Background: an optimization exercise with open tools, aiming at small area and a short achievable clock period. Do not read the settings as production practice.
Function was checked by simulation only, so behaviour that the tests miss may differ from the original.
No activity file was given, so power comes from the tool's default toggle rates.

**config.mk**
```make
export PLATFORM = sky130hd
export DESIGN_NAME = instr_mem_sync
export DESIGN_NICKNAME = instr_mem_sync
export VERILOG_FILES = /design/flow/design.v
export SDC_FILE = /design/flow/constraint.sdc
export NUM_CORES = 4
export LEC_CHECK = 0
export CAP_MARGIN = 20
export CORE_AREA = 2.3 2.72 471.5 266.56
export CTS_BUF_LIST = sky130_fd_sc_hd__clkbuf_16
export CTS_CLUSTER_DIAMETER = 100
export CTS_CLUSTER_SIZE = 20
export DIE_AREA = 0 0 473.8 269.28
export SETUP_SLACK_MARGIN = 1.8
export SLEW_MARGIN = 20
export SYNTH_HIERARCHICAL = 1
export TNS_END_PERCENT = 20
```
**constraint.sdc**
```tcl
create_clock -name core_clock -period 4.0 [get_ports {clk}]
set_input_delay 0.8000 -clock core_clock [delete_from_list [all_inputs] [get_ports {clk}]]
set_output_delay 0.8000 -clock core_clock [all_outputs]
set_load 0.01 [all_outputs]
```
**design.v**
```verilog
module instr_mem_sync (
  input  logic        clk,
  input  logic        reset,
  input  logic        fetch_req,
  input  logic [31:0] fetch_addr,
  output logic        fetch_ready,
  output logic        fetch_valid,
  output logic [31:0] fetch_instr,
  output logic        fetch_fault,
  input  logic        prog_we,
  input  logic [5:0]  prog_addr,
  input  logic [31:0] prog_data,
  output logic        busy
);
  localparam logic [31:0] FILL_WORD = 32'h00000013;
  logic          busy_q, busy_out_q, ready_out_q;
  logic [5:0]    clr_cnt_q;
  logic          fetch_valid_q, fetch_fault_q;
  logic [31:0]   fetch_instr_q;
  logic [2047:0] mem_q;
  always_ff @(posedge clk) begin
    if (reset) begin
      busy_q    <= 1'b1;
      clr_cnt_q <= '0;
    end else if (busy_q) begin
      clr_cnt_q <= clr_cnt_q + 1'b1;
      if (&clr_cnt_q) busy_q <= 1'b0;
    end
  end
  always_ff @(posedge clk) begin
    busy_out_q  <= reset | (busy_out_q & ~(&clr_cnt_q));
    ready_out_q <= ~reset & (ready_out_q | (&clr_cnt_q));
  end
  logic [31:0] wr_data;
  logic [7:0]  wr_lo, wr_hi;
  logic [63:0] wr_en [2];
  assign wr_data = busy_q ? FILL_WORD : prog_data;
  always_comb
    for (int k = 0; k < 8; k++) begin
      wr_lo[k] = busy_q | (prog_we & (prog_addr[2:0] == k[2:0]));
      wr_hi[k] = busy_q | (prog_addr[5:3] == k[2:0]);
    end
  for (genvar i = 0; i < 64; i++) begin : g_word
    for (genvar h = 0; h < 2; h++) begin : g_half
      imem_and2 u_we (.a(wr_lo[i % 8]), .b(wr_hi[i / 8]), .y(wr_en[h][i]));
      always_ff @(posedge clk) begin
        if (wr_en[h][i]) mem_q[32*i + 16*h +: 16] <= wr_data[16*h +: 16];
      end
    end
  end
  logic        accept, fault, f;
  logic [63:0] sel [4];
  logic [31:0] rd_data;
  assign accept = fetch_req & ~busy_q;
  assign fault  = (|fetch_addr[1:0]) | (|fetch_addr[31:8]);
  assign f      = fault | reset;    
  logic [5:0] a_n;
  for (genvar k = 0; k < 6; k++) begin : g_ainv
    imem_inv u_inv (.a(fetch_addr[2+k]), .y(a_n[k]));
  end
  for (genvar c = 0; c < 4; c++) begin : g_selc
    logic [7:0] lo_n, hi_n;
    for (genvar k = 0; k < 8; k++) begin : g_pre
      imem_nand3 u_lo (.a(k[0] ? fetch_addr[2] : a_n[0]), .b(k[1] ? fetch_addr[3] : a_n[1]),
                       .c(k[2] ? fetch_addr[4] : a_n[2]), .y(lo_n[k]));
      imem_nand3 u_hi (.a(k[0] ? fetch_addr[5] : a_n[3]), .b(k[1] ? fetch_addr[6] : a_n[4]),
                       .c(k[2] ? fetch_addr[7] : a_n[5]), .y(hi_n[k]));
    end
    for (genvar w = 0; w < 64; w++) begin : g_sel
      imem_nor2 u_sel (.a(lo_n[w % 8]), .b(hi_n[w / 8]), .y(sel[c][w]));
    end
  end
  for (genvar b = 0; b < 32; b++) begin : g_rd
    logic [63:0] col;
    for (genvar i = 0; i < 64; i++) begin : g_col
      assign col[i] = mem_q[32*i + b];
    end
    imem_rd_bit #(.FILL(FILL_WORD[b])) u_rd (.sel(sel[b / 8]), .d(col), .f(f), .y(rd_data[b]));
  end
  always_ff @(posedge clk) begin
    if (reset) begin
      fetch_valid_q <= 1'b0;
      fetch_fault_q <= 1'b0;
    end else begin
      fetch_valid_q <= accept;
      fetch_fault_q <= accept & fault;
    end
    if (reset | accept) fetch_instr_q <= rd_data;
  end
  assign fetch_ready = ready_out_q;
  assign busy        = busy_out_q;
  assign fetch_valid = fetch_valid_q;
  assign fetch_fault = fetch_fault_q;
  assign fetch_instr = fetch_instr_q;
endmodule
module imem_rd_bit #(
  parameter logic FILL = 1'b0
) (
  input  logic [63:0] sel,
  input  logic [63:0] d,
  input  logic        f,
  output logic        y
);
  logic [21:0] t_n;    
  logic [5:0]  s;      
  logic [2:0]  u_n;    
  for (genvar g = 0; g < 21; g++) begin : g_ao
    imem_ao222n u_ao (.a1(sel[3*g]), .a2(d[3*g]), .b1(sel[3*g+1]), .b2(d[3*g+1]),
                      .c1(sel[3*g+2]), .c2(d[3*g+2]), .y(t_n[g]));
  end
  imem_nand2 u_t21 (.a(sel[63]), .b(d[63]), .y(t_n[21]));
  for (genvar k = 0; k < 5; k++) begin : g_s
    imem_nand4 u_s (.a(t_n[4*k]), .b(t_n[4*k+1]), .c(t_n[4*k+2]), .d(t_n[4*k+3]), .y(s[k]));
  end
  imem_nand2 u_s5 (.a(t_n[20]), .b(t_n[21]), .y(s[5]));
  for (genvar j = 0; j < 3; j++) begin : g_u
    imem_nor2 u_u (.a(s[2*j]), .b(s[2*j+1]), .y(u_n[j]));
  end
  assign y = FILL ? (~(u_n[0] & u_n[1] & u_n[2]) | f) : (~(u_n[0] & u_n[1] & u_n[2]) & ~f);
endmodule
module imem_ao222n (
  input  logic a1, a2, b1, b2, c1, c2,
  output logic y
);
  assign y = ~((a1 & a2) | (b1 & b2) | (c1 & c2));
endmodule
module imem_nand2 (
  input  logic a, b,
  output logic y
);
  assign y = ~(a & b);
endmodule
module imem_nand4 (
  input  logic a, b, c, d,
  output logic y
);
  assign y = ~(a & b & c & d);
endmodule
module imem_inv (
  input  logic a,
  output logic y
);
  assign y = ~a;
endmodule
module imem_nand3 (
  input  logic a, b, c,
  output logic y
);
  assign y = ~(a & b & c);
endmodule
module imem_nor2 (
  input  logic a, b,
  output logic y
);
  assign y = ~(a | b);
endmodule
module imem_and2 (
  input  logic a, b,
  output logic y
);
  assign y = a & b;
endmodule
```
**flow/run.sh**
```bash
#!/bin/bash
# Layout flow: the standard flow (standard.sh), with the 64x32 memory flip-flops placed as a
# regular array before global placement (pre_gpl.tcl), with the read gates next to the words
# they read; the word-select drivers are released after global placement (post_gpl.tcl) and
# the rest after routing (pre_fill.tcl). The pins go in regions that match the array
# (pre_iop.tcl).
# Port buffers are buf_4 rather than the default pick (a slow delay buffer), and the resizer may
# swap a cell for any cell of the same function (MATCH_CELL_FOOTPRINT=0).
# Everything else -- synthesis, floorplan, power grid, CTS, routing -- is the standard flow.
# make's output goes to standard.log; each ORFS step keeps its own log under orfs/logs/.
set -euo pipefail
here=$(pwd)
export PRE_GLOBAL_PLACE_TCL=$here/flow/pre_gpl.tcl
export POST_GLOBAL_PLACE_TCL=$here/flow/post_gpl.tcl
export PRE_IO_PLACEMENT_TCL=$here/flow/pre_iop.tcl
export PRE_FILLCELL_TCL=$here/flow/pre_fill.tcl
export BUFFER_PORTS_ARGS="-buffer_cell sky130_fd_sc_hd__buf_4"
bash standard.sh MATCH_CELL_FOOTPRINT=0 finish > standard.log 2>&1
```
**flow/post_gpl.tcl**
```tcl
# After global placement, release the word-select drivers and the read tree's 2-input NORs
# placed by pre_gpl.tcl, so that later steps may resize and move them. The memory flops and
# the other read gates stay fixed until routing is done (pre_fill.tcl releases them), so that
# legalizing the buffers added later does not push them away from the words they read.
foreach inst [[ord::get_db_block] getInsts] {
  if {[$inst getPlacementStatus] eq "FIRM" && [string match *nor2_* [[$inst getMaster] getName]]} {
    $inst setPlacementStatus PLACED
  }
}
```
**flow/pre_fill.tcl**
```tcl
# Routing is done: release the cells pre_gpl.tcl placed, so the final layout holds them as
# ordinary placed cells.
foreach inst [[ord::get_db_block] getInsts] {
  if {[$inst getPlacementStatus] eq "FIRM"} { $inst setPlacementStatus PLACED }
}
```
**flow/pre_gpl.tcl**
```tcl
# Place the 64x32 memory flip-flops as a regular array before global placement: word w on a
# row of its own, bit b in the b-th flop slot of that row (slots fill the gaps between tap cells). Every third word is followed
# by logic rows that hold that group's read gates. The flops are held in place during global
# placement (FIRM) so the rest of the logic is placed around them. The read gates of each bit
# are placed next to the words they read (see the end of this file).
set block [ord::get_db_block]
set dbu [$block getDbUnitsPerMicron]
set logic_rows_per_group [expr {[info exists ::env(IMEM_LOGIC_ROWS)] ? $::env(IMEM_LOGIC_ROWS) : 1}]

# The word write-enable drivers (2-input ANDs driving 16 flops' DE pins each) start at the
# strongest AND2 rather than the smallest.
set and2_4 [[ord::get_db] findMaster sky130_fd_sc_hd__and2_4]
set nwe 0
foreach inst [$block getInsts] {
  if {[[$inst getMaster] getName] ne "sky130_fd_sc_hd__and2_1"} { continue }
  set de 0
  foreach it [$inst getITerms] {
    if {![$it isOutputSignal] || [$it getNet] eq "NULL"} { continue }
    foreach it2 [[$it getNet] getITerms] { if {[[$it2 getMTerm] getName] eq "DE"} { incr de } }
  }
  if {$de >= 8} { $inst swapMaster $and2_4; incr nwe }
}
puts "imem: $nwe write-enable drivers set to and2_4"

# Rows sorted bottom to top.
set rows [lsort -command {apply {{a b} {expr {[lindex [$a getOrigin] 1] - [lindex [$b getOrigin] 1]}}}} [$block getRows]]
set nrows [llength $rows]

# Fixed cells (taps) per row, as site intervals.
set site_w [[[lindex $rows 0] getSite] getWidth]
array set taps {}
foreach inst [$block getInsts] {
  if {[[$inst getMaster] getType] ne "CORE_WELLTAP" && ![string match *tapvpwrvgnd* [[$inst getMaster] getName]]} { continue }
  set loc [$inst getLocation]
  lappend taps([lindex $loc 1]) [list [lindex $loc 0] [expr {[lindex $loc 0] + [[$inst getMaster] getWidth]}]]
}

# Memory flops by (word, bit).
array set ff {}
set ffw 0
foreach inst [$block getInsts] {
  if {[regexp {^mem_q\\?\[(\d+)\\?\]} [$inst getName] -> idx]} {
    set ff([expr {$idx / 32}],[expr {$idx % 32}]) $inst
    set ffw [[$inst getMaster] getWidth]
  }
}
if {[array size ff] != 2048} { error "expected 2048 memory flops, found [array size ff]" }

# Row plan: word rows and logic rows, centred vertically.
set plan {}
for {set g 0} {$g < 22} {incr g} {
  for {set k 0} {$k < 3} {incr k} {
    set w [expr {3 * $g + $k}]
    if {$w < 64} { lappend plan $w }
  }
  if {$g < 21} { for {set k 0} {$k < $logic_rows_per_group} {incr k} { lappend plan L } }
}
set used [llength $plan]
if {$used > $nrows} { error "need $used rows, have $nrows" }
set r0 [expr {($nrows - $used) / 2}]

# Site occupancy per row index, for the read gates placed below.
set ::rows $rows
set ::site_w $site_w
proc imem_mark {ri s0 n} { for {set s $s0} {$s < $s0 + $n} {incr s} { set ::occ($ri,$s) 1 } }
for {set ri 0} {$ri < $nrows} {incr ri} {
  set row [lindex $rows $ri]
  set y [lindex [$row getOrigin] 1]
  set x0 [lindex [$row getOrigin] 0]
  if {[info exists taps($y)]} {
    foreach t $taps($y) {
      set s0 [expr {([lindex $t 0] - $x0) / $site_w}]
      imem_mark $ri $s0 [expr {([lindex $t 1] - [lindex $t 0] + $site_w - 1) / $site_w}]
    }
  }
}

set lrow {}
set i 0
foreach p $plan {
  set ri [expr {$r0 + $i}]
  set row [lindex $rows $ri]
  incr i
  if {$p eq "L"} { lappend lrow $ri; continue }
  set y [lindex [$row getOrigin] 1]
  set x0 [lindex [$row getOrigin] 0]
  set x1 [expr {$x0 + [$row getSiteCount] * $site_w}]
  # Flop slots: as many flops as fit in each free gap between taps, packed from its left end.
  set iv [lsort -integer -index 0 [expr {[info exists taps($y)] ? $taps($y) : {}}]]
  set gaps {}
  set cur $x0
  foreach t [concat $iv [list [list $x1 $x1]]] {
    for {set x $cur} {$x + $ffw <= [lindex $t 0]} {incr x $ffw} { lappend gaps $x }
    set cur [lindex $t 1]
  }
  set ng [llength $gaps]
  if {$ng < 32} { error "row at $y has only $ng flop slots" }
  set first [expr {($ng - 32) / 2}]
  for {set b 0} {$b < 32} {incr b} {
    set inst $ff($p,$b)
    $inst setOrient [$row getOrient]
    set x [lindex $gaps [expr {$first + $b}]]
    $inst setLocation $x $y
    $inst setPlacementStatus FIRM
    imem_mark $ri [expr {($x - $x0) / $site_w}] [expr {$ffw / $site_w}]
  }
}
puts "imem: placed 2048 memory flops on $used rows starting at row $r0 of $nrows"

# Read gates of each bit, found through the netlist: the gate reading words 3g..3g+2 goes on
# the logic row after that group, in the bit's column; the 4-input NAND of groups 4k..4k+3 on
# the logic row after group 4k+1; the three 2-input NORs on the logic rows after groups 4, 12, 18.
proc imem_loads {inst} {
  set res {}
  foreach it [$inst getITerms] {
    if {![$it isOutputSignal]} { continue }
    set net [$it getNet]
    if {$net eq "NULL"} { continue }
    foreach it2 [$net getITerms] {
      if {[$it2 isInputSignal]} { lappend res [$it2 getInst] }
    }
  }
  return $res
}
proc imem_one_load {inst} {
  set l [imem_loads $inst]
  if {[llength $l] != 1} { error "[$inst getName]: expected one load, found [llength $l]" }
  return [lindex $l 0]
}
proc imem_place_near {inst ri xt} {
  set row [lindex $::rows $ri]
  set x0 [lindex [$row getOrigin] 0]
  set n [$row getSiteCount]
  set w [expr {([[$inst getMaster] getWidth] + $::site_w - 1) / $::site_w}]
  set st [expr {int(round(double($xt - $x0) / $::site_w))}]
  for {set d 0} {$d < 400} {incr d} {
    foreach s [list [expr {$st + $d}] [expr {$st - $d}]] {
      if {$s < 0 || $s + $w > $n} { continue }
      set free 1
      for {set k $s} {$k < $s + $w} {incr k} { if {[info exists ::occ($ri,$k)]} { set free 0; break } }
      if {$free} {
        $inst setOrient [$row getOrient]
        $inst setLocation [expr {$x0 + $s * $::site_w}] [lindex [$row getOrigin] 1]
        $inst setPlacementStatus FIRM
        imem_mark $ri $s $w
        return
      }
    }
  }
  error "no room for [$inst getName] on row $ri"
}

set ntree 0
for {set b 0} {$b < 32} {incr b} {
  set ao {}
  for {set g 0} {$g < 22} {incr g} {
    set f $ff([expr {3 * $g}],$b)
    set a [imem_one_load $f]
    lappend ao $a
    set xt [lindex [$f getLocation] 0]
    imem_place_near $a [lindex $lrow [expr {min($g, 20)}]] $xt
    incr ntree
  }
  set xb [lindex [$ff(30,$b) getLocation] 0]
  set nd {}
  for {set k 0} {$k < 6} {incr k} {
    set c [imem_one_load [lindex $ao [expr {4 * $k}]]]
    lappend nd $c
    imem_place_near $c [lindex $lrow [expr {min(4 * $k + 1, 20)}]] $xb
    incr ntree
  }
  # The word-select drivers of each copy (bits 8c..8c+7) go next to their gates in bit 8c+4.
  if {$b % 8 == 4} {
    for {set g 0} {$g < 22} {incr g} {
      set a [lindex $ao $g]
      foreach it [$a getITerms] {
        if {![$it isInputSignal]} { continue }
        set net [$it getNet]
        if {$net eq "NULL"} { continue }
        foreach it2 [$net getITerms] {
          if {![$it2 isOutputSignal]} { continue }
          set drv [$it2 getInst]
          if {![string match *edfxtp* [[$drv getMaster] getName]] && [$drv getPlacementStatus] ne "FIRM"} {
            imem_place_near $drv [lindex $lrow [expr {min($g, 20)}]] [lindex [$a getLocation] 0]
            incr ntree
          }
        }
      }
    }
  }
  foreach k {0 2 4} r {4 12 18} {
    imem_place_near [imem_one_load [lindex $nd $k]] [lindex $lrow $r] $xb
    incr ntree
  }
}
puts "imem: placed $ntree read gates and word-select drivers"
```
**flow/pre_iop.tcl**
```tcl
# Pin regions that match the memory array placed by pre_gpl.tcl: bit b of the array sits in a
# column about 13.8 um wide centred on the die. fetch_instr[b] goes on the top edge above
# column b and prog_data[b] on the bottom edge below it; the fetch address and control inputs
# and the status outputs go on the top edge near the middle, the programming address and
# write enable on the bottom edge near the middle, and clk in the middle of the bottom edge.
set block [ord::get_db_block]
set dbu [$block getDbUnitsPerMicron]
set die [$block getDieArea]
set xc [expr {([$die xMin] + [$die xMax]) / 2.0 / $dbu}]

proc imem_region {edge lo hi} { return "$edge:[format %.2f $lo]-[format %.2f $hi]" }

for {set b 0} {$b < 32} {incr b} {
  set x [expr {$xc + ($b - 15.5) * 13.8}]
  set_io_pin_constraint -pin_names [list "fetch_instr\[$b\]"] -region [imem_region top [expr {$x - 6}] [expr {$x + 6}]]
  set_io_pin_constraint -pin_names [list "prog_data\[$b\]"] -region [imem_region bottom [expr {$x - 6}] [expr {$x + 6}]]
}
set top_mid {fetch_req reset fetch_ready fetch_valid fetch_fault busy}
for {set i 0} {$i < 32} {incr i} { lappend top_mid "fetch_addr\[$i\]" }
set_io_pin_constraint -pin_names $top_mid -region [imem_region top [expr {$xc - 60}] [expr {$xc + 60}]]
set bot_mid {prog_we}
for {set i 0} {$i < 6} {incr i} { lappend bot_mid "prog_addr\[$i\]" }
set_io_pin_constraint -pin_names $bot_mid -region [imem_region bottom [expr {$xc - 40}] [expr {$xc + 40}]]
set_io_pin_constraint -pin_names {clk} -region [imem_region bottom [expr {$xc - 5}] [expr {$xc + 5}]]
```
**standard.sh**
```bash
#!/bin/bash
# synth_recipe.tcl (not shown) runs the flow's synth.tcl, then flattens the netlist and writes it again
# the make line also repeats each setting of config.mk as NAME=value (left out here)
make -C /OpenROAD-flow-scripts/flow DESIGN_CONFIG=/design/flow/config.mk WORK_HOME=/design/flow/orfs CLKGATE_MAP_FILE= SYNTH_SCRIPT=/design/flow/synth_recipe.tcl "${@:-finish}"
```
==> run notes, run 1 <==
- Initial DRC count: 12.4k
- Final Hold Fails: 0
- Initial antenna violation count: 2
- WL/cell: between 30 and 40 µm
- CTS tree: done
- Pre-CTS setup slack: about 350 ps
- CP top delay family: simple AND/OR/NAND/NOR gates
- Nets: roughly 4.1k
- Chip Width: 474 µm
- Synth Area per Inst: ~20 µm²
- H-tree lvl count: 3
- Max-capacitance violation count: 0
- Unique masters post-synth: 34
- Buffers & Inverters on Critical Path: 3
- Clock power frac: 0.321
- Starting Density: 0.597
- Mapped Cells: around 3.7k
- Max_slew headroom: 0.207
- Share of layout cells above drive strength 1: 0.227
- Crit-path max FO: 12
- Achievable Freq: around 0.42 GHz
- Outcome: complete, no violations
- Rows: 97
- Hold WC Path Type: input port to flop
- Post-route ant nets: 0
- Slew Limit Fails: 0
- Synth Area in Simple Gates: 0.0551
- Psw: between 6 and 7 mW
- Leakage Power: about 31 nW
- Total chip power: 36.0 mW
- Synth Area in Compound Gates: 0.0957
- Syn nets: ~3.7k
- Sequential Power Share: 0.658
- Post-synthesis sequential area ratio: 0.847
- Gr ovfl total: 0
- Critical Path Sink Type: flop
- DRT Wirelength: approximately 180 mm
- Startpoint types: input port
- Via count: ~40k
- Final setup viols: 0
- Fillers: ~6.9k
- Slowest library cell on the worst path: nor2_1
- CORE AREA: between 100000 and 150000 µm²
- Global Route Usage Sum: 0.260
- Post-synthesis adder-cell area fraction: 0.000169
- Mapped Area: around 74000 µm²
- Worst stage delay on the critical path: 710 ps
- Worst path cell trace: buf_16 > buf_4 > buf_12 > nand3_2 > nor2_1 > a222oi_1 > nand2_1 > nor2_2 > a31oi_1
- Clock-pin slew on the worst setup and hold paths: around 80 ps
- Vias in the first global route: 36.7k
- Post-layout instance area: 84200 µm²
- Synth area leaders: edfxtp_1 84%, a222oi_1 9.1%, nor2_1 1.8%, nand4_1 1.4%, and2_1 1.1%
- Min Tclk post-route: about 2400 ps
- HPWL Detailed: about 130 mm
- Clk root buf: clkbuf_16
- Crit Path Category: input port to flop
- CTS Hold Bufs: 0
- # clock sinks: 2091
- Post-synth top area cell: edfxtp_1
- Largest family of logic cells by synthesized area: compound AO/OA/AOI/OAI gates
- R2r setup slk: 1690 ps
- WHS: 312 ps
- Final core utilization: 0.680
- Die H: 269 µm
- Area grow syn2layout: 13.8%
- Bufs on Longest Clock Path: 3
- RSZ-0062 raised after global routing: true
- Dpl cell area: between 70000 and 80000 µm²
- Worst Skew: approximately 24 ps
- Switching fraction of total power: 0.188
- Drc violations: 0
- Top-area cell type share of the netlist area: 0.844
- Die footprint: around 130000 µm²
- Placed cell count: 5451
- Worst-margin pin slew: between 1000 and 1500 ps
- Initial DRT Pass Iterations: 11
- VDD IR max: approximately 0.37 mV
- Global-route wire length before repair: approximately 250 mm
- Pwr Density: about 430 nW/µm²
- Pin count of the biggest net entering global routing: 65
- Xor and xnor area share after synthesis: 0.000474
- Combinational Power Share: 0.021
- Vias per cell: between 7 and 8
- Flops & latches, synth: around 2.1k
- Top Ports: 110
- Final WS setup: roughly 1600 ps
- Final Non-Filler Cells: around 5.7k
- CP required: 4570 ps
- Setup TNS: 0 ps
- Mux contribution to synthesized area: 0.000135
- IO buf count: 109
- CTS Buf Count: 114
- Worst-Skew Late Latency: between 700 and 800 ps
- Period utilisation layout: 0.595
- P_int: between 20 and 30 mW
- Yosys warnings: 9
- Critical path arrival: 2950 ps
-- Yosys cell counts (all sizes together) --
cell and count:
edfxtp 2080, a222oi 672, nor2 361, nand4 162, and2 128, nand2 66
nand3 65, nor2b 30, a31oi 29, dfxtp 11, inv 10, a31o 6
nor4 6, a21o 5, clkbuf 5, nand2b 4, o21bai 4, a41o 3
nand4b 3, or2 3, xor2 3, a21oi 2, and3 2, buf 2
a21boi 1, and4 1, ha 1, mux2i 1, nand3b 1, o21ai 1
or3 1, xnor2 1
-- cell usage in the layout (no fill, tap or decap), drive strengths merged, types with 2 or more instances in the layout --
| cell type | count |
|---|---|
| and2 | 128 |
| and3 | 2 |
| dfxtp | 11 |
| clkinvlp | 5 |
| xor2 | 3 |
| clkbuf | 122 |
| a31oi | 29 |
| diode | 2 |
| edfxtp | 2080 |
| nand2b | 4 |
| o21bai | 4 |
| nand3 | 65 |
| a21o | 5 |
| nand2 | 66 |
| a41o | 3 |
| buf | 260 |
| nor2b | 30 |
| a31o | 6 |
| nor2 | 361 |
| a222oi | 672 |
| inv | 32 |
| a21oi | 2 |
| nor4 | 6 |
| or2 | 3 |
| nand4b | 3 |
| nand4 | 162 |
-- power groups by stage --
| stage | combinational (mW) | clock (mW) | sequential, mW |
|---|---|---|---|
| finish | 0.751 | 11.5 | 23.7 |
| global route | 0.767 | 12.4 | 23.7 |
| CTS | 0.579 | 11.6 | 23.7 |
| detailed placement | 0.442 | 0 | 24.2 |
| global placement | 0.442 | 0 | 24.2 |
| floorplan | 0.150 | 0 | 24.2 |
-- sequential cells by signal, indices dropped and copies added, names as in the netlist --
register       count
busy_out_q         1
busy_q             1
clr_cnt_q          6
fetch_fault_q      1
fetch_instr_q     32
fetch_valid_q      1
mem_q           2048
ready_out_q        1
-- modules after synthesis, one instance, submodules excluded, excerpt --
module / cells inside / cell area (µm²) / flip-flops and latches
imem_nand3: 1 / 5.00 / 0
imem_nand4: 1 / 6.26 / 0
imem_nand2: 1 / 3.75 / 0
instr_mem_sync: 2192 / 63300 / 2091
imem_and2: 1 / 6.26 / 0
imem_inv: 1 / 3.75 / 0
imem_ao222n: 1 / 10.0 / 0
imem_nor2: 1 / 3.75 / 0
-- cell type report --
| cell class | count | area, µm² | share of cell area |
|---|---|---|---|
| Antenna cell | 2 | 5.00 | 0.0000594 |
| Clock buffer | 119 | 2980 | 0.0354 |
| Clock inverter | 27 | 114 | 0.00135 |
| Inverter | 10 | 56.3 | 0.000669 |
| Multi-Input combinational cell | 1562 | 13800 | 0.164 |
| Sequential cell | 2091 | 62700 | 0.744 |
| Tap cell | 1633 | 2040 | 0.0243 |
| Timing Repair Buffer | 263 | 2540 | 0.0301 |
-- what timing repair did --
action | in CTS | in global routing
hold endpoints to repair | 0 | 0
pin swaps | 52 | 90
buffers inserted | 30 | 75
gates resized for setup | 482 | 160
endpoints found under the setup margin | 720 | 851
cloned | 0 | 3
-- layer usage --
metal	global-route usage	vias up	routed length (µm)
li1	-	17193	-
met1	0.431	18833	79300
met2	0.346	3916	67700
met3	0.0668	223	24500
met4	0.0631	0	3840
met5	0	-	0
-- worst reg2reg max path: cells and delay by family, from the launching register on --
family          cells  cell delay, ps
flops               1             600
simple gates        1             510
compound gates      1             860
-- logic make-up after synthesis --
group	Yosys count
and+or+nand+nor	833
DFF	2091
muxes	1
adders and majority gates	1
xor gates and xnor gates	4
AOI/OAI and AO/OA	723
buffers and inverters	17
-- final timing paths --
path | end | start | cells past startpoint
worst min register to register | ready_out_q$_DFF_P_ | ready_out_q$_DFF_P_ | 2
worst max register to register | mem_q[2044]$_DFFE_PP_ | busy_q$_SDFF_PP1_ | 2
worst min-delay path | clr_cnt_q[3]$_SDFFE_PP0P_ | reset | 2
worst max-delay path | fetch_instr_q[19]$_DFFE_PP_ | fetch_addr[5] | 9
==> inputs of run 2 (changes only) <==
--- a/design.v
+++ b/design.v
@@ -48,34 +48,38 @@
       end
     end
   end
-  logic        accept, fault, f;
+  logic        accept, fault;
   logic [63:0] sel [4];
   logic [31:0] rd_data;
   assign accept = fetch_req & ~busy_q;
   assign fault  = (|fetch_addr[1:0]) | (|fetch_addr[31:8]);
-  assign f      = fault | reset;    
   logic [5:0] a_n;
+  logic [7:0] lo_n, hi_n;
   for (genvar k = 0; k < 6; k++) begin : g_ainv
     imem_inv u_inv (.a(fetch_addr[2+k]), .y(a_n[k]));
   end
+  for (genvar k = 0; k < 8; k++) begin : g_pre
+    imem_nand3 u_lo (.a(k[0] ? fetch_addr[2] : a_n[0]), .b(k[1] ? fetch_addr[3] : a_n[1]),
+                     .c(k[2] ? fetch_addr[4] : a_n[2]), .y(lo_n[k]));
+    imem_nand3 u_hi (.a(k[0] ? fetch_addr[5] : a_n[3]), .b(k[1] ? fetch_addr[6] : a_n[4]),
+                     .c(k[2] ? fetch_addr[7] : a_n[5]), .y(hi_n[k]));
+  end
   for (genvar c = 0; c < 4; c++) begin : g_selc
-    logic [7:0] lo_n, hi_n;
-    for (genvar k = 0; k < 8; k++) begin : g_pre
-      imem_nand3 u_lo (.a(k[0] ? fetch_addr[2] : a_n[0]), .b(k[1] ? fetch_addr[3] : a_n[1]),
-                       .c(k[2] ? fetch_addr[4] : a_n[2]), .y(lo_n[k]));
-      imem_nand3 u_hi (.a(k[0] ? fetch_addr[5] : a_n[3]), .b(k[1] ? fetch_addr[6] : a_n[4]),
-                       .c(k[2] ? fetch_addr[7] : a_n[5]), .y(hi_n[k]));
-    end
     for (genvar w = 0; w < 64; w++) begin : g_sel
       imem_nor2 u_sel (.a(lo_n[w % 8]), .b(hi_n[w / 8]), .y(sel[c][w]));
     end
+  end
+  logic [3:0] f_c;
+  for (genvar c = 0; c < 4; c++) begin : g_fc
+    imem_fill_cond u_fc (.addr(fetch_addr), .reset(reset), .f(f_c[c]));
   end
   for (genvar b = 0; b < 32; b++) begin : g_rd
     logic [63:0] col;
     for (genvar i = 0; i < 64; i++) begin : g_col
       assign col[i] = mem_q[32*i + b];
     end
-    imem_rd_bit #(.FILL(FILL_WORD[b])) u_rd (.sel(sel[b / 8]), .d(col), .f(f), .y(rd_data[b]));
+    imem_rd_bit #(.FILL(FILL_WORD[b])) u_rd (.sel(sel[b / 8]), .d(col), .f(f_c[b / 8]),
+                                             .y(rd_data[b]));
   end
   always_ff @(posedge clk) begin
     if (reset) begin
@@ -160,3 +164,10 @@
 );
   assign y = a & b;
 endmodule
+module imem_fill_cond (
+  input  logic [31:0] addr,
+  input  logic        reset,
+  output logic        f
+);
+  assign f = (|addr[1:0]) | (|addr[31:8]) | reset;
+endmodule
==> run 2 against run 1 <==
Against the previous run:
- highest routed layer unchanged
- clock skew is 11 ps higher
- sequential share of layout area is 0.22 points higher
- still clean
- register-to-register slack better by 100 ps
- non-clock buffer count is 3 higher
==> run notes, run 2 <==
- Pin count of the biggest net entering global routing: 65 (unchanged)
- CORE AREA: 124000 µm² (unchanged)
- Post-route ant nets: 0 (unchanged)
- Mapped Cells: 3657 (was 3670)
- Max_slew headroom: 0.212 (was 0.207)
- Crit-path max FO: 8 (was 12)
- Post-synth top area cell: edfxtp_1 (unchanged)
- Bufs on Longest Clock Path: 3 (unchanged)
- Starting Density: 0.597 (about the same)
- Clock-pin slew on the worst setup and hold paths: 80 ps (about the same)
- Startpoint types: input port (unchanged)
- Global-route wire length before repair: 256 mm (was 248 mm)
- Storage cell area: 62700 µm² (unchanged)
- H-tree lvl count: 3 (unchanged)
- Initial DRC count: 12.6k (was 12.4k)
- Number of flip-flops in the largest register: 2048 (unchanged)
- Share of layout cells above drive strength 1: 0.218 (was 0.227)
- Crit Path Category: input port to flop (unchanged)
- Critical path arrival: 2880 ps (was 2950 ps)
- Drc violations: 0 (unchanged)
- Final core utilization: 0.678 (was 0.680)
- Largest reg by FF count: mem_q (unchanged)
- Pwr Density: 428 nW/µm² (about the same)
- Final Hold Fails: 0 (unchanged)
- Mapped Area: 73900 µm² (was 74000 µm²)
- Flops & latches, synth: 2091 (unchanged)
- DRT Wirelength: 183 mm (was 175 mm)
- Synth async-reset ratio: 0 (unchanged)
- Achievable Freq: 0.417 GHz (was 0.420 GHz)
- Post-synthesis sequential area ratio: 0.848 (was 0.847)
- Largest regs: mem_q (2048), fetch_instr_q (32), clr_cnt_q (6) (unchanged)
- Area grow syn2layout: 13.5% (was 13.8%)
- CP required: 4480 ps (was 4570 ps)
- Global Route Usage Sum: 0.272 (was 0.260)
- Unique masters post-synth: 34 (unchanged)
- Die footprint: 128000 µm² (unchanged)
- CTS tree: done (unchanged)
- CTS Hold Bufs: 0 (unchanged)
- Total chip power: 36.0 mW (about the same)
- Combinational Power Share: 0.021 (about the same)
- CP Launch Point: fetch_addr[2] (was fetch_addr[5])
- Setup TNS: 0 ps (unchanged)
- Multi-input gate area: 13100 µm² (was 13800 µm²)
- Worst path cell trace: buf_12 > clkinvlp_4 > nand3_4 > buf_16 > buf_16 > buf_4 > nor2_2 > a222oi_1 > nand2_1 > nor2_1 > a31oi_4 (was buf_16 > buf_4 > buf_12 > nand3_2 > nor2_1 > a222oi_1 > nand2_1 > nor2_2 > a31oi_1)
- Initial DRT Pass Iterations: 14 (was 11)
- Top Ports: 110 (unchanged)
- Vias in the first global route: 36.6k (was 36.7k)
- Nets: 4110 (was 4117)
- Worst stage delay on the critical path: 370 ps (was 710 ps)
- Top-area cell type share of the netlist area: 0.845 (was 0.844)
- Reg-to-reg critical path startpoint: busy_q$_SDFF_PP1_ (unchanged)
- Syn nets: 3732 (was 3745)
- Post-synth EDFFs: 2080 (unchanged)
- Chip Width: 474 µm (unchanged)
- Dpl cell area: 77800 µm² (was 77700 µm²)
- Hold WC Path Type: input port to flop (unchanged)
- Clock power frac: 0.320 (was 0.321)
- Yosys warnings: 9 (unchanged)
- Worst-Skew Late Latency: 760 ps (was 750 ps)
- Min Tclk post-route: 2400 ps (was 2380 ps)
- RSZ-0062 raised after global routing: true (unchanged)
- Buffers & Inverters on Critical Path: 5 (was 3)
- Worst-margin pin slew: 1180 ps (was 1190 ps)
- Post-synth top cells: 2080 x edfxtp_1, 672 x a222oi_1, 361 x nor2_1 (unchanged)
- Rows: 97 (unchanged)
- Synth Area per Inst: 20.2 µm² (about the same)
- Leakage Power: 31.1 nW (was 31.0 nW)
- Die H: 269 µm (unchanged)
- Slew Limit Fails: 0 (unchanged)
- VDD IR max: 0.360 mV (was 0.372 mV)
- Commonest cells after routing, fill and taps aside: 2080 x edfxtp_1, 672 x a222oi_1, 226 x nor2_2, 183 x buf_4, 166 x nand4_1 (was 2080 x edfxtp_1, 672 x a222oi_1, 215 x buf_4, 171 x nor2_2, 161 x nand4_1)
- # clock sinks: 2091 (unchanged)
- Vias per cell: 7.10 (was 7.04)
- Clk root buf: clkbuf_16 (unchanged)
- HPWL Detailed: 134 mm (about the same)
- IO buf count: 109 (unchanged)
- Final setup viols: 0 (unchanged)
- Gr ovfl total: 0 (unchanged)
- Leading cell type in the layout, fill and taps excluded: edfxtp_1 (unchanged)
- Psw: 6.73 mW (was 6.76 mW)
- CP top delay family: simple AND/OR/NAND/NOR gates (unchanged)
- Initial antenna violation count: 0 (was 2)
- Worst Skew: 34.4 ps (was 23.8 ps)
- Post-layout instance area: 84000 µm² (was 84200 µm²)
- Max-capacitance violation count: 0 (unchanged)
- Period utilisation layout: 0.600 (was 0.595)
- P_int: 29.2 mW (about the same)
- Critical path's most frequent cell: buf_16
- Primary FF master, synth: edfxtp_1 (unchanged)
- Synth area leaders: edfxtp_1 84%, a222oi_1 9.1%, nor2_1 1.8%, nand4_1 1.4%, and2_1 1.1% (unchanged)
- WHS: 328 ps (was 312 ps)
- Slowest library cell on the worst path: nor2_1 (unchanged)
- Critical Path Sink Type: flop (unchanged)
- Outcome: complete, no violations (unchanged)
- Worst hold path startpoint: reset (unchanged)
- WL/cell: 32.1 µm (was 30.7 µm)
- Switching fraction of total power: 0.187 (was 0.188)
- Fillers: 6995 (was 6868)
- Sequential Power Share: 0.659 (was 0.658)
- Via count: 40.4k (was 40.2k)
- CTS Buf Count: 114 (unchanged)
- Count leader, synth: edfxtp_1 (unchanged)
## run 2: cell types whose count changed in the layout (fill, tap and decap cells not counted), moves of 5 or more
cell,delta
nor2_4,-71
nor2_2,+55
buf_4,-32
buf_12,+27
nor4_1,+24
nand3_4,-22
nand3_2,-18
nor2_1,+16
inv_1,-14
a31oi_1,-8
clkbuf_16,+7
a31oi_2,+6
nand4_1,+5
## run 2: per-stage QoR
stage	cells	worst slack [ps]
after floorplan	3657	1090
after global placement	5433	553
after detailed placement	5433	450
after CTS	5630	1720
after global routing	5685	1610
final	5687	1600
## run 2: metal layers
| layer | part of all wire | wire length, µm | up-vias | GRT usage |
|---|---|---|---|---|
| met5 | 0 | 0 | - | 0 |
| met4 | 0.024 | 4310 | 0 | 0.0572 |
| met1 | 0.44 | 80900 | 18935 | 0.451 |
| li1 | - | - | 17156 | - |
| met3 | 0.16 | 29700 | 216 | 0.0820 |
| met2 | 0.37 | 67800 | 4094 | 0.358 |
## run 2: power by group through the flow
stage	clock (mW)	combinational, mW	sequential [mW]
2_1_floorplan	0	0.142	24.2
3_5_place_dp	0	0.441	24.2
3_3_place_gp	0	0.439	24.2
5_1_grt	12.3	0.764	23.7
6_report	11.5	0.748	23.7
4_1_cts	11.6	0.622	23.7
## run 2: worst register-to-register path: stages, from the launching register on
cell,delay [ps]
dfxtp_4,570
buf_4,440
or2_2,820
## run 2: repair_timing
| action | in CTS | in global routing |
|---|---|---|
| pin swaps | 79 | 229 |
| cloned | 11 | 4 |
| setup buffers | 53 | 51 |
| hold endpoints to repair | 0 | 0 |
| endpoints found under the setup margin | 503 | 482 |
| resized for setup | 316 | 154 |
## run 2: final cells by class
type | count | area share
Antenna cell | 2 | 0.0000596
Clock buffer | 119 | 0.0355
Clock inverter | 14 | 0.000775
Inverter | 10 | 0.000715
Multi-Input combinational cell | 1552 | 0.156
Sequential cell | 2091 | 0.747
Tap cell | 1633 | 0.0243
Timing Repair Buffer | 266 | 0.0362
## run 2: worst paths after layout
path,endpoint,depth (start not counted),slack (ps)
worst max-delay path,fetch_instr_q[17]$_DFFE_PP_,11,1600
worst min-delay path,ready_out_q$_DFF_P_,2,330
worst max register to register,mem_q[1860]$_DFFE_PP_,2,1790
worst min register to register,ready_out_q$_DFF_P_,2,450
## run 2: cell families after synthesis
logic type | after synthesis | share of synthesized area
muxes | 1 | 0.000135
DFF | 2091 | 0.848
adders and majority gates | 1 | 0.000169
xor gates and xnor gates | 4 | 0.000474
and+or+nand+nor | 820 | 0.0549
AOI/OAI and AO/OA | 723 | 0.0958
buffers and inverters | 17 | 0.000931
## run 2: Yosys stat by module, one instance, submodules excluded, a selection
| module | cell area (µm²) | cells inside | flip-flops and latches | copies in the design |
|---|---|---|---|---|
| imem_inv | 3.75 | 1 | 0 | 6 |
| imem_nand2 | 3.75 | 1 | 0 | 64 |
| instr_mem_sync | 63300 | 2191 | 2091 | 1 |
| imem_and2 | 6.26 | 1 | 0 | 128 |
| imem_nor2 | 3.75 | 1 | 0 | 352 |
| imem_fill_cond | 57.6 | 9 | 0 | 4 |
| imem_nand3 | 5.00 | 1 | 0 | 16 |
| imem_nand4 | 6.26 | 1 | 0 | 160 |
| imem_ao222n | 10.0 | 1 | 0 | 672 |
==> inputs of run 3 (changes only) <==
--- a/flow/pre_gpl.tcl
+++ b/flow/pre_gpl.tcl
@@ -21,6 +21,10 @@
   if {$de >= 8} { $inst swapMaster $and2_4; incr nwe }
 }
 puts "imem: $nwe write-enable drivers set to and2_4"
+
+# Word-select drivers (found below) start at nor2_2: each drives eight read gates across a
+# quarter of the array.
+set ::nor2_2 [[ord::get_db] findMaster sky130_fd_sc_hd__nor2_2]
 
 # Rows sorted bottom to top.
 set rows [lsort -command {apply {{a b} {expr {[lindex [$a getOrigin] 1] - [lindex [$b getOrigin] 1]}}}} [$block getRows]]
@@ -181,6 +185,7 @@
           if {![$it2 isOutputSignal]} { continue }
           set drv [$it2 getInst]
           if {![string match *edfxtp* [[$drv getMaster] getName]] && [$drv getPlacementStatus] ne "FIRM"} {
+            if {[[$drv getMaster] getName] eq "sky130_fd_sc_hd__nor2_1"} { $drv swapMaster $::nor2_2 }
             imem_place_near $drv [lindex $lrow [expr {min($g, 20)}]] [lindex [$a getLocation] 0]
             incr ntree
           }
==> run 3 against run 2 <==
Against the previous run:
- design area shrank 0.11%
- final cell count shrank 0.25%
- maximum frequency shrank 0.98%
- worst setup slack lost 24 ps
- via count shrank 0.73%
- count of clock-buffer cells in the layout shrank 2
- critical path type unchanged
==> run notes, run 3 <==
- Worst-margin pin slew: 1150 ps (was 1180 ps)
- Leakage Power: 31.0 nW (was 31.1 nW)
- Bufs on Longest Clock Path: 3 (unchanged)
- Yosys warnings: 9 (unchanged)
- Psw: 6.74 mW (was 6.73 mW)
- Reg-to-reg critical path startpoint: busy_q$_SDFF_PP1_ (unchanged)
- Fillers: 7006 (was 6995)
- Total chip power: 35.9 mW (was 36.0 mW)
- Hold WC Path Type: input port to flop (unchanged)
- Setup TNS: 0 ps (unchanged)
- Crit-path max FO: 17 (was 8)
- Die H: 269 µm (unchanged)
- Global-route wire length before repair: 256 mm (about the same)
- Mapped Cells: 3657 (unchanged)
- Via count: 40.1k (was 40.4k)
- Synth Area per Inst: 20.2 µm² (unchanged)
- Commonest cells after routing, fill and taps aside: 2080 x edfxtp_1, 672 x a222oi_1, 270 x nor2_2, 166 x nand4_1, 163 x buf_4 (was 2080 x edfxtp_1, 672 x a222oi_1, 226 x nor2_2, 183 x buf_4, 166 x nand4_1)
- VDD IR max: 0.351 mV (was 0.360 mV)
- Outcome: complete, no violations (unchanged)
- Worst hold path startpoint: reset (unchanged)
- P_int: 29.1 mW (was 29.2 mW)
- Clock-pin slew on the worst setup and hold paths: 80 ps (about the same)
- Rows: 97 (unchanged)
- IO buf count: 109 (unchanged)
- Period utilisation layout: 0.606 (was 0.600)
- Pin count of the biggest net entering global routing: 65 (unchanged)
- Post-synth top cells: 2080 x edfxtp_1, 672 x a222oi_1, 361 x nor2_1 (unchanged)
- Flops & latches, synth: 2091 (unchanged)
- Synth async-reset ratio: 0 (unchanged)
- Sequential Power Share: 0.661 (was 0.659)
- Synth area leaders: edfxtp_1 84%, a222oi_1 9.1%, nor2_1 1.8%, nand4_1 1.4%, and2_1 1.1% (unchanged)
- Critical path arrival: 2940 ps (was 2880 ps)
- Post-route ant nets: 0 (unchanged)
- Min Tclk post-route: 2420 ps (was 2400 ps)
- Clock power frac: 0.320 (about the same)
- Worst-Skew Late Latency: 770 ps (was 760 ps)
- Post-synthesis sequential area ratio: 0.848 (unchanged)
- Nets: 4098 (was 4110)
- Leading cell type in the layout, fill and taps excluded: edfxtp_1 (unchanged)
- Dpl cell area: 78700 µm² (was 77800 µm²)
- DRT Wirelength: 183 mm (about the same)
- Gr ovfl total: 0 (unchanged)
- Startpoint types: input port (unchanged)
- Pwr Density: 428 nW/µm² (about the same)
- R2R depth: 2 (unchanged)
- R2R Path End: mem_q[1702]$_DFFE_PP_ (was mem_q[1860]$_DFFE_PP_)
- Post-layout instance area: 83900 µm² (was 84000 µm²)
- Final Hold Fails: 0 (unchanged)
- RSZ-0062 raised after global routing: true (unchanged)
- Unique masters post-synth: 34 (unchanged)
- Crit Path Category: input port to flop (unchanged)
- Largest regs: mem_q (2048), fetch_instr_q (32), clr_cnt_q (6) (unchanged)
- Top Ports: 110 (unchanged)
- Share of layout cells above drive strength 1: 0.223 (was 0.218)
- WL/cell: 32.3 µm (was 32.1 µm)
- Initial DRT Pass Iterations: 13 (was 14)
- R2r setup slk: 1670 ps (was 1790 ps)
- Chip Width: 474 µm (unchanged)
- Vias per cell: 7.07 (was 7.10)
- HPWL Detailed: 134 mm (about the same)
- Post-synth EDFFs: 2080 (unchanged)
- Achievable Freq: 0.413 GHz (was 0.417 GHz)
- Die footprint: 128000 µm² (unchanged)
- Vias in the first global route: 35.5k (was 36.6k)
- Initial antenna violation count: 2 (was 0)
- CTS Hold Bufs: 0 (unchanged)
- Starting Density: 0.597 (unchanged)
- CTS tree: done (unchanged)
- Switching fraction of total power: 0.188 (was 0.187)
- CP required: 4510 ps (was 4480 ps)
- Worst Skew: 37.5 ps (was 34.4 ps)
- CORE AREA: 124000 µm² (unchanged)
- Top-area cell type share of the netlist area: 0.845 (unchanged)
- # clock sinks: 2091 (unchanged)
- Mapped Area: 73900 µm² (unchanged)
- Slew Limit Fails: 0 (unchanged)
- Area grow syn2layout: 13.4% (was 13.5%)
- Count leader, synth: edfxtp_1 (unchanged)
- WHS: 337 ps (was 328 ps)
- Number of flip-flops in the largest register: 2048 (unchanged)
- Crit path to: fetch_instr_q[14]$_DFFE_PP_ (was fetch_instr_q[17]$_DFFE_PP_)
- Post-synth top area cell: edfxtp_1 (unchanged)
- Final setup viols: 0 (unchanged)
- Initial DRC count: 12.6k (about the same)
- Critical Path Sink Type: flop (unchanged)
- H-tree lvl count: 3 (unchanged)
- CTS Buf Count: 114 (unchanged)
- CP Launch Point: fetch_addr[7] (was fetch_addr[2])
- Max-capacitance violation count: 0 (unchanged)
- Clk root buf: clkbuf_16 (unchanged)
- Primary FF master, synth: edfxtp_1 (unchanged)
- Syn nets: 3732 (unchanged)
- Global Route Usage Sum: 0.271 (was 0.272)
- Drc violations: 0 (unchanged)
- Combinational Power Share: 0.020 (was 0.021)
- Largest reg by FF count: mem_q (unchanged)
- Max_slew headroom: 0.235 (was 0.212)
run 3: cell counts after synthesis:
No cell type changed its count.
run 3: critical path, stage by stage:
cell and delay, ps:
buf_12 80, buf_4 190, nand3_4 340, buf_12 310, nor2_2 440, a222oi_1 180, nand4_1 140, nor2_2 70
a31oi_1 350
run 3: timing repair:
item	4_1_cts	5_1_grt
setup buffers	66	2
cloned	11	18
resized for setup	170	36
pin swaps	120	17
setup endpoints to repair	2210	2670
run 3: power by group through the flow:
stage / registers (mW) / clock network (mW) / logic [mW]
after detailed placement: 24.2 / 0 / 0.502
after CTS: 23.7 / 11.5 / 0.657
final: 23.7 / 11.5 / 0.713
after global placement: 24.2 / 0 / 0.500
after floorplan: 24.2 / 0 / 0.142
after global routing: 23.7 / 12.3 / 0.730
run 3: kinds of logic (layout without fill, tap and decap cells):
logic type,count (synthesis),in the layout,share of synthesized area
AOI/OAI and AO/OA,723,723,0.0958
xor gates and xnor gates,4,4,0.000474
adders and majority gates,1,1,0.000169
buffers and inverters,17,381,0.000931
DFF,2091,2091,0.848
muxes,1,1,0.000135
other,0,1,0
and+or+nand+nor,820,838,0.0549
run 3: Yosys stat by module (local to each module, per instance), a selection:
module / cells inside / flops+latches / copies in the design / cell area, µm²
imem_and2: 1 / 0 / 128 / 6.26
imem_inv: 1 / 0 / 6 / 3.75
imem_nand2: 1 / 0 / 64 / 3.75
imem_ao222n: 1 / 0 / 672 / 10.0
imem_nand4: 1 / 0 / 160 / 6.26
imem_nand3: 1 / 0 / 16 / 5.00
run 3: per-layer routing:
metal / global-route usage / routed length, µm
met5: 0 / 0
met4: 0.0529 / 3550
met3: 0.0836 / 28100
met2: 0.354 / 71400
met1: 0.449 / 80400
run 3: worst min path at each step:
stage	endpoint	slack (ps)	depth (start not counted)
after CTS	clr_cnt_q[5]$_SDFFE_PP0P_	290	2
after global placement	ready_out_q$_DFF_P_	440	2
after global routing	clr_cnt_q[0]$_SDFFE_PP0P_	350	2
after detailed placement	ready_out_q$_DFF_P_	450	2
after floorplan	clr_cnt_q[5]$_SDFFE_PP0P_	450	2
final	clr_cnt_q[5]$_SDFFE_PP0P_	340	2
run 3: cell type report:
type / instances / area (µm²) / area share
timing repair buffer: 239 / 2720 / 0.0324
tap: 1633 / 2040 / 0.0244
multi-input combinational: 1567 / 13400 / 0.159
clock buffer: 117 / 2930 / 0.0349
inverter: 10 / 60.1 / 0.000716
sequential: 2091 / 62700 / 0.747
antenna: 1 / 2.50 / 0.0000298
clock inverter: 15 / 73.8 / 0.000880
run 3: stage by stage:
step / setup slack [ps] / utilization / instances
after global routing: 1600 / 0.677 / 5673
after global placement: 453 / 0.636 / 5442
after floorplan: 1090 / - / 3657
final: 1580 / 0.677 / 5673
after detailed placement: 422 / 0.636 / 5442
after CTS: 1620 / 0.674 / 5651
==> inputs of run 4 (changes only) <==
--- a/flow/pre_gpl.tcl
+++ b/flow/pre_gpl.tcl
@@ -25,6 +25,28 @@
 # Word-select drivers (found below) start at nor2_2: each drives eight read gates across a
 # quarter of the array.
 set ::nor2_2 [[ord::get_db] findMaster sky130_fd_sc_hd__nor2_2]
+
+# The predecoders that drive the word-select drivers start at nand3_4, and the address
+# inverters that feed them at inv_4.
+set ::nand3_4 [[ord::get_db] findMaster sky130_fd_sc_hd__nand3_4]
+set ::inv_4 [[ord::get_db] findMaster sky130_fd_sc_hd__inv_4]
+proc imem_drivers {inst} {
+  set res {}
+  foreach it [$inst getITerms] {
+    if {![$it isInputSignal] || [$it getNet] eq "NULL"} { continue }
+    foreach it2 [[$it getNet] getITerms] { if {[$it2 isOutputSignal]} { lappend res [$it2 getInst] } }
+  }
+  return $res
+}
+proc imem_upsize_decoder {sel_drv} {
+  foreach p [imem_drivers $sel_drv] {
+    if {[lsearch {sky130_fd_sc_hd__nand3_1 sky130_fd_sc_hd__nand3_2} [[$p getMaster] getName]] < 0} { continue }
+    $p swapMaster $::nand3_4
+    foreach a [imem_drivers $p] {
+      if {[lsearch {sky130_fd_sc_hd__inv_1 sky130_fd_sc_hd__inv_2} [[$a getMaster] getName]] >= 0} { $a swapMaster $::inv_4 }
+    }
+  }
+}
 
 # Rows sorted bottom to top.
 set rows [lsort -command {apply {{a b} {expr {[lindex [$a getOrigin] 1] - [lindex [$b getOrigin] 1]}}}} [$block getRows]]
@@ -186,6 +208,7 @@
           set drv [$it2 getInst]
           if {![string match *edfxtp* [[$drv getMaster] getName]] && [$drv getPlacementStatus] ne "FIRM"} {
             if {[[$drv getMaster] getName] eq "sky130_fd_sc_hd__nor2_1"} { $drv swapMaster $::nor2_2 }
+            imem_upsize_decoder $drv
             imem_place_near $drv [lindex $lrow [expr {min($g, 20)}]] [lindex [$a getLocation] 0]
             incr ntree
           }
==> run 4 against run 3 <==
Against the previous run:
- non-clock buffer count fell by 48
- global-route usage rose by 0.21 points
- critical endpoint is now fetch_instr_q[22]$_DFFE_PP_
- sequential cell count unchanged
- first-iteration DRC count is 0.60% higher
- count of clock-buffer cells in the layout unchanged
- design area fell by 0.81%
- largest power group unchanged
- power is 0.31% lower
- maximum frequency increased by 3.9%
==> run notes, run 4 <==
- Outcome: complete, no violations (unchanged)
- Drc violations: 0 (unchanged)
- Max_slew headroom: 0.222 (was 0.235)
- DRT Wirelength: 179 mm (was 183 mm)
- Worst-Skew Late Latency: 740 ps (was 770 ps)
- Crit Path Category: input port to flop (unchanged)
- Vias per cell: 7.07 (about the same)
- R2R depth: 2 (unchanged)
- Min Tclk post-route: 2330 ps (was 2420 ps)
- WL/cell: 31.9 µm (was 32.3 µm)
- Pwr Density: 430 nW/µm² (was 428 nW/µm²)
- Post-synthesis sequential area ratio: 0.848 (unchanged)
- Worst path cell trace: buf_12 > inv_6 > nand3_4 > nor2_2 > a222oi_1 > nand4_1 > nor2_1 > a31oi_1 (was buf_12 > buf_4 > nand3_4 > buf_12 > nor2_2 > a222oi_1 > nand4_1 > nor2_2 > a31oi_1)
- Via count: 39.7k (was 40.1k)
- Share of layout cells above drive strength 1: 0.202 (was 0.223)
- Yosys warnings: 9 (unchanged)
- Achievable Freq: 0.429 GHz (was 0.413 GHz)
- Number of flip-flops in the largest register: 2048 (unchanged)
- Worst Skew: 15.3 ps (was 37.5 ps)
- Worst-margin pin slew: 1170 ps (was 1150 ps)
- Area grow syn2layout: 12.5% (was 13.4%)
- Chip Width: 474 µm (unchanged)
- Total chip power: 35.8 mW (was 35.9 mW)
- Commonest cells after routing, fill and taps aside: 2080 x edfxtp_1, 672 x a222oi_1, 184 x nor2_2, 166 x nand4_1, 139 x buf_4 (was 2080 x edfxtp_1, 672 x a222oi_1, 270 x nor2_2, 166 x nand4_1, 163 x buf_4)
- Global Route Usage Sum: 0.273 (was 0.271)
- CTS Buf Count: 114 (unchanged)
- Max-capacitance violation count: 0 (unchanged)
- Critical path arrival: 2820 ps (was 2940 ps)
- Final Hold Fails: 0 (unchanged)
- Leakage Power: 30.6 nW (was 31.0 nW)
- Storage cell area: 62700 µm² (unchanged)
- Crit-path max FO: 16 (was 17)
- Post-synth top area cell: edfxtp_1 (unchanged)
- CP required: 4490 ps (was 4510 ps)
- Post-synth top cells: 2080 x edfxtp_1, 672 x a222oi_1, 361 x nor2_1 (unchanged)
- Period utilisation layout: 0.583 (was 0.606)
- Initial DRC count: 12.7k (was 12.6k)
- Hold WC Path Type: input port to flop (unchanged)
- WHS: 348 ps (was 337 ps)
- Flops & latches, synth: 2091 (unchanged)
- # clock sinks: 2091 (unchanged)
- Unique masters post-synth: 34 (unchanged)
- Bufs on Longest Clock Path: 3 (unchanged)
- Die H: 269 µm (unchanged)
- Fillers: 7099 (was 7006)
- Buffers & Inverters on Critical Path: 2 (was 3)
- Nets: 4040 (was 4098)
- Rows: 97 (unchanged)
- Multi-input gate area: 13400 µm² (about the same)
- Pin count of the biggest net entering global routing: 65 (unchanged)
- Primary FF master, synth: edfxtp_1 (unchanged)
- Gr ovfl total: 0 (unchanged)
- Critical Path Stages: 8 (was 9)
- Initial antenna violation count: 1 (was 2)
- Clk root buf: clkbuf_16 (unchanged)
- CORE AREA: 124000 µm² (unchanged)
- WHS Path Cells: 2 (unchanged)
- Setup TNS: 0 ps (unchanged)
- Syn nets: 3732 (unchanged)
- Final setup viols: 0 (unchanged)
- H-tree lvl count: 3 (unchanged)
- R2r setup slk: 1720 ps (was 1670 ps)
- Global-route wire length before repair: 256 mm (about the same)
- Clock-pin slew on the worst setup and hold paths: 80 ps (about the same)
- Mapped Area: 73900 µm² (unchanged)
- Final WS setup: 1670 ps (was 1580 ps)
- Critical Path Sink Type: flop (unchanged)
- Vias in the first global route: 35.6k (was 35.5k)
- Synth Area per Inst: 20.2 µm² (unchanged)
- RSZ-0062 raised after global routing: true (unchanged)
- Starting Density: 0.597 (unchanged)
- Die footprint: 128000 µm² (unchanged)
- Slew Limit Fails: 0 (unchanged)
- Post-route ant nets: 0 (unchanged)
- Synth area leaders: edfxtp_1 84%, a222oi_1 9.1%, nor2_1 1.8%, nand4_1 1.4%, and2_1 1.1% (unchanged)
- Count leader, synth: edfxtp_1 (unchanged)
- Slowest library cell on the worst path: nor2_2 (unchanged)
- IO buf count: 109 (unchanged)
- VDD IR max: 0.367 mV (was 0.351 mV)
- CTS tree: done (unchanged)
- Largest regs: mem_q (2048), fetch_instr_q (32), clr_cnt_q (6) (unchanged)
- Leading cell type in the layout, fill and taps excluded: edfxtp_1 (unchanged)
- CP top delay family: simple AND/OR/NAND/NOR gates (unchanged)
- Mapped Cells: 3657 (unchanged)
- Largest reg by FF count: mem_q (unchanged)
- Synth async-reset ratio: 0 (unchanged)
- Top Ports: 110 (unchanged)
- Pre-CTS setup slack: 397 ps (was 422 ps)
- Initial DRT Pass Iterations: 14 (was 13)
- Startpoint types: input port (unchanged)
- Post-synth EDFFs: 2080 (unchanged)
- CTS Hold Bufs: 0 (unchanged)
- Worst stage delay on the critical path: 560 ps (was 440 ps)
- Top-area cell type share of the netlist area: 0.845 (unchanged)
- HPWL Detailed: 137 mm (was 134 mm)
-- run 4: cell counts after synthesis --
No cell type changed its count.
-- run 4: cell type report --
cell class	instances	area share
antenna	1	0.0000301
sequential	2091	0.754
clock inverter	14	0.000842
multi-input combinational	1557	0.161
clock buffer	117	0.0352
timing repair buffer	191	0.0245
inverter	10	0.000722
tap	1633	0.0246
-- run 4: logic make-up after synthesis --
| kind of cell | synth area share |
|---|---|
| DFF | 0.848 |
| buffers and inverters | 0.000931 |
| xor gates and xnor gates | 0.000474 |
| and+or+nand+nor | 0.0549 |
| AOI/OAI and AO/OA | 0.0958 |
| adders and majority gates | 0.000169 |
| muxes | 0.000135 |
-- run 4: per-stage QoR --
| stage | cell area, µm² | util | std cells |
|---|---|---|---|
| floorplan | 74000 | - | 3657 |
| detailed placement | 78500 | 0.634 | 5422 |
| CTS | 83200 | 0.672 | 5613 |
| global route | 83200 | 0.672 | 5613 |
| finish | 83200 | 0.672 | 5614 |
| global placement | 78500 | 0.634 | 5422 |
-- run 4: final timing paths --
path / startpoint / endpoint
max: fetch_addr[6] / fetch_instr_q[22]$_DFFE_PP_
min: reset / ready_out_q$_DFF_P_
max reg2reg: busy_q$_SDFF_PP1_ / mem_q[1215]$_DFFE_PP_
min reg2reg: ready_out_q$_DFF_P_ / ready_out_q$_DFF_P_
-- run 4: power breakdown --
group	switching (mW)	internal, mW	leakage, nW
Clock	6.22	5.19	1.52
Combinational	0.443	0.211	4.20
Sequential	0.0159	23.7	24.8
-- run 4: repair_timing --
action / 4_1_cts / 5_1_grt
pin swaps: 43 / 0
endpoints found under the setup margin: 1024 / 1062
gates cloned: 11 / 0
buffers inserted: 49 / 0
resized for setup: 193 / 1
-- run 4: per-module statistics from Yosys, one instance, submodules excluded, excerpt --
| module | times used | area [µm²] | cells inside | flip-flops and latches |
|---|---|---|---|---|
| imem_nand4 | 160 | 6.26 | 1 | 0 |
| imem_nand2 | 64 | 3.75 | 1 | 0 |
| imem_ao222n | 672 | 10.0 | 1 | 0 |
| instr_mem_sync | 1 | 63300 | 2191 | 2091 |
| imem_nor2 | 352 | 3.75 | 1 | 0 |
| imem_inv | 6 | 3.75 | 1 | 0 |
| imem_and2 | 128 | 6.26 | 1 | 0 |
| imem_fill_cond | 4 | 57.6 | 9 | 0 |
| imem_nand3 | 16 | 5.00 | 1 | 0 |
-- run 4: per-layer routing --
metal  wire (µm)  track usage  vias to the layer above  part of all wire
met5           0            0                        -                 0
met4        2910       0.0499                        0             0.016
met3       26500       0.0747                      170              0.15
met2       70200        0.374                     3832              0.39
met1       79700        0.445                    18633              0.44
li1            -            -                    17063                 -
==> inputs of run 5 (changes only) <==
--- a/design.v
+++ b/design.v
@@ -54,17 +54,17 @@
   assign accept = fetch_req & ~busy_q;
   assign fault  = (|fetch_addr[1:0]) | (|fetch_addr[31:8]);
   logic [5:0] a_n;
-  logic [7:0] lo_n, hi_n;
   for (genvar k = 0; k < 6; k++) begin : g_ainv
     imem_inv u_inv (.a(fetch_addr[2+k]), .y(a_n[k]));
   end
-  for (genvar k = 0; k < 8; k++) begin : g_pre
-    imem_nand3 u_lo (.a(k[0] ? fetch_addr[2] : a_n[0]), .b(k[1] ? fetch_addr[3] : a_n[1]),
-                     .c(k[2] ? fetch_addr[4] : a_n[2]), .y(lo_n[k]));
-    imem_nand3 u_hi (.a(k[0] ? fetch_addr[5] : a_n[3]), .b(k[1] ? fetch_addr[6] : a_n[4]),
-                     .c(k[2] ? fetch_addr[7] : a_n[5]), .y(hi_n[k]));
-  end
   for (genvar c = 0; c < 4; c++) begin : g_selc
+    logic [7:0] lo_n, hi_n;
+    for (genvar k = 0; k < 8; k++) begin : g_pre
+      imem_nand3 u_lo (.a(k[0] ? fetch_addr[2] : a_n[0]), .b(k[1] ? fetch_addr[3] : a_n[1]),
+                       .c(k[2] ? fetch_addr[4] : a_n[2]), .y(lo_n[k]));
+      imem_nand3 u_hi (.a(k[0] ? fetch_addr[5] : a_n[3]), .b(k[1] ? fetch_addr[6] : a_n[4]),
+                       .c(k[2] ? fetch_addr[7] : a_n[5]), .y(hi_n[k]));
+    end
     for (genvar w = 0; w < 64; w++) begin : g_sel
       imem_nor2 u_sel (.a(lo_n[w % 8]), .b(hi_n[w / 8]), .y(sel[c][w]));
     end
--- a/flow/pre_gpl.tcl
+++ b/flow/pre_gpl.tcl
@@ -217,8 +217,17 @@
     }
   }
   foreach k {0 2 4} r {4 12 18} {
-    imem_place_near [imem_one_load [lindex $nd $k]] [lindex $lrow $r] $xb
+    set u [imem_one_load [lindex $nd $k]]
+    imem_place_near $u [lindex $lrow $r] $xb
     incr ntree
   }
+  # The bit's last gate drives the output register, which sits near the top edge: start it
+  # at drive strength 2.
+  set last [imem_one_load $u]
+  set mname [[$last getMaster] getName]
+  if {[regsub {_1$} $mname {_2} m2]} {
+    set m2 [[ord::get_db] findMaster $m2]
+    if {$m2 ne "NULL"} { $last swapMaster $m2 }
+  }
 }
 puts "imem: placed $ntree read gates and word-select drivers"
==> run 5 against run 4 <==
Against the previous run:
- largest cell class unchanged
- sequential cell count unchanged
- critical path depth decreased by 6
- global-route usage decreased by 0.72 points
- clock power about the same
- sequential share of layout area increased by 0.059 points
- area after synthesis increased by 0.32%
- register-to-register slack got worse by 40 ps
- die area unchanged
==> run notes, run 5 <==
- Worst-Skew Late Latency: 760 ps (was 740 ps)
- Critical Path Sink Type: flop (unchanged)
- Final Hold Fails: 0 (unchanged)
- Crit Path Category: flop to flop (was input port to flop)
- H-tree lvl count: 3 (unchanged)
- Unique masters post-synth: 34 (unchanged)
- DRT Wirelength: 175 mm (was 179 mm)
- Pwr Density: 430 nW/µm² (about the same)
- RSZ-0062 raised after global routing: true (unchanged)
- Syn nets: 3780 (was 3732)
- Top Ports: 110 (unchanged)
- Vias per cell: 7.06 (was 7.07)
- # clock sinks: 2091 (unchanged)
- Global Route Usage Sum: 0.266 (was 0.273)
- Drc violations: 0 (unchanged)
- Gr ovfl total: 0 (unchanged)
- Commonest cells after routing, fill and taps aside: 2080 x edfxtp_1, 672 x a222oi_1, 239 x nor2_2, 166 x nand4_1, 128 x and2_4 (was 2080 x edfxtp_1, 672 x a222oi_1, 184 x nor2_2, 166 x nand4_1, 139 x buf_4)
- Synth area leaders: edfxtp_1 84%, a222oi_1 9.1%, nor2_1 1.8%, nand4_1 1.4%, and2_1 1.1% (unchanged)
- CTS tree: done (unchanged)
- Initial antenna violation count: 0 (was 1)
- Bufs on Longest Clock Path: 3 (unchanged)
- VDD IR max: 0.370 mV (was 0.367 mV)
- Post-synth top area cell: edfxtp_1 (unchanged)
- Critical path arrival: 2710 ps (was 2820 ps)
- Vias in the first global route: 35.2k (was 35.6k)
- Clk root buf: clkbuf_16 (unchanged)
- CTS Buf Count: 114 (unchanged)
- Period utilisation layout: 0.580 (was 0.583)
- Dpl cell area: 79400 µm² (was 78500 µm²)
- Number of flip-flops in the largest register: 2048 (unchanged)
- Outcome: complete, no violations (unchanged)
- Post-synth top cells: 2080 x edfxtp_1, 672 x a222oi_1, 361 x nor2_1 (unchanged)
- HPWL Detailed: 139 mm (was 137 mm)
- Total chip power: 35.8 mW (about the same)
- Hold WC Path Type: input port to flop (unchanged)
- WHS: 329 ps (was 348 ps)
- Primary FF master, synth: edfxtp_1 (unchanged)
- Via count: 39.7k (about the same)
- Worst-margin pin slew: 1160 ps (was 1170 ps)
- WL/cell: 31.2 µm (was 31.9 µm)
- Yosys warnings: 9 (unchanged)
- Crit-path max FO: 64 (was 16)
- Max-capacitance violation count: 0 (unchanged)
- Initial DRC count: 12.1k (was 12.7k)
- Share of layout cells above drive strength 1: 0.210 (was 0.202)
- CP required: 4380 ps (was 4490 ps)
- Final setup viols: 0 (unchanged)
- Clock-pin slew on the worst setup and hold paths: 90 ps (was 80 ps)
- Leakage Power: 30.3 nW (was 30.6 nW)
==> run 5: per-layer routing <==
metal / routed length (µm) / global-route usage
met1: 79100 / 0.438
met2: 68900 / 0.362
met3: 23900 / 0.0655
met4: 3410 / 0.0537
met5: 0 / 0
==> run 5: cells by family after synthesis <==
kind of cell	after synthesis	synth area share
AOI/OAI and AO/OA	723	0.0954
xor gates and xnor gates	4	0.000472
adders and majority gates	1	0.000169
buffers and inverters	17	0.000928
DFF	2091	0.845
muxes	1	0.000135
and+or+nand+nor	868	0.0579
==> run 5: timing repair <==
action / in CTS / in global routing
endpoints found under the setup margin: 264 / 1483
gates resized for setup: 78 / 62
pin swaps: 3 / 9
buffers inserted: 4 / 9
cloned: 0 / 2
==> run 5: path summary, 6_finish.rpt <==
kind	depth (start not counted)	startpoint	end
worst min register to register	2	ready_out_q$_DFF_P_	ready_out_q$_DFF_P_
worst max register to register	2	busy_q$_SDFF_PP1_	mem_q[1916]$_DFFE_PP_
worst max-delay path	2	busy_q$_SDFF_PP1_	mem_q[1916]$_DFFE_PP_
worst min-delay path	2	reset	clr_cnt_q[2]$_SDFFE_PP0P_
==> run 5: layout make-up <==
type	instances	area, µm²
clock inverter	27	119
tap	1633	2040
timing repair buffer	143	1200
fill	7086	40700
clock buffer	117	2930
sequential	2091	62700
multi-input combinational	1599	14100
inverter	10	86.3
==> run 5: critical path, stage by stage (launching register included) <==
cell	delay, ps
dfxtp_4	500
buf_4	390
nor2b_4	920
==> run 5: report_power, final <==
group          internal (mW)  leakage (nW)  switching, mW  total [mW]
combinational          0.166          3.89          0.458       0.625
sequential              23.7          24.8         0.0134        23.7
clock                   5.20          1.58           6.26        11.5
==> run 5: stage by stage <==
step	setup WS [ps]	cells
finish	1680	5620
global route	1680	5620
CTS	1640	5609
detailed placement	387	5461
global placement	451	5461
floorplan	1090	3705
==> run 5: Yosys stat by module, one instance, submodules excluded, excerpt <==
module,area (µm²),copies in the design
imem_and2,6.26,128
imem_ao222n,10.0,672
imem_fill_cond,57.6,4
imem_inv,3.75,6
imem_nand2,3.75,64
imem_nand3,5.00,64
imem_nand4,6.26,160
imem_nor2,3.75,352
instr_mem_sync,63300,1

## afterwards: timing with drivers on the ports
The flow's constraints put no driver on any port. The routed layouts listed below were extracted and timed again, unchanged, in two steps. Step 1 assumes that a clkbuf_16 drives the clock port and a buf_2 every other input. Step 2 times the ports against the registers' clock, not the clock port: input delays grow and output delays shrink by t, the midpoint of the rising clock arrivals with the driver on. Slacks: no drivers / after step 1 / after step 2; pairs: no drivers / after step 1.
run | shift t [ns] | setup slack, ns
run 1 | 0.794 | 1.619 / 1.572 / 0.778
run 2 | 0.796 | 1.601 / 1.572 / 0.775
run 3 | 0.791 | 1.577 / 1.562 / 0.771
run 4 | 0.783 | 1.668 / 1.661 / 0.878
run 5 | 0.792 | 1.678 / 1.645 / 0.902
After both steps every run listed still meets setup and hold.
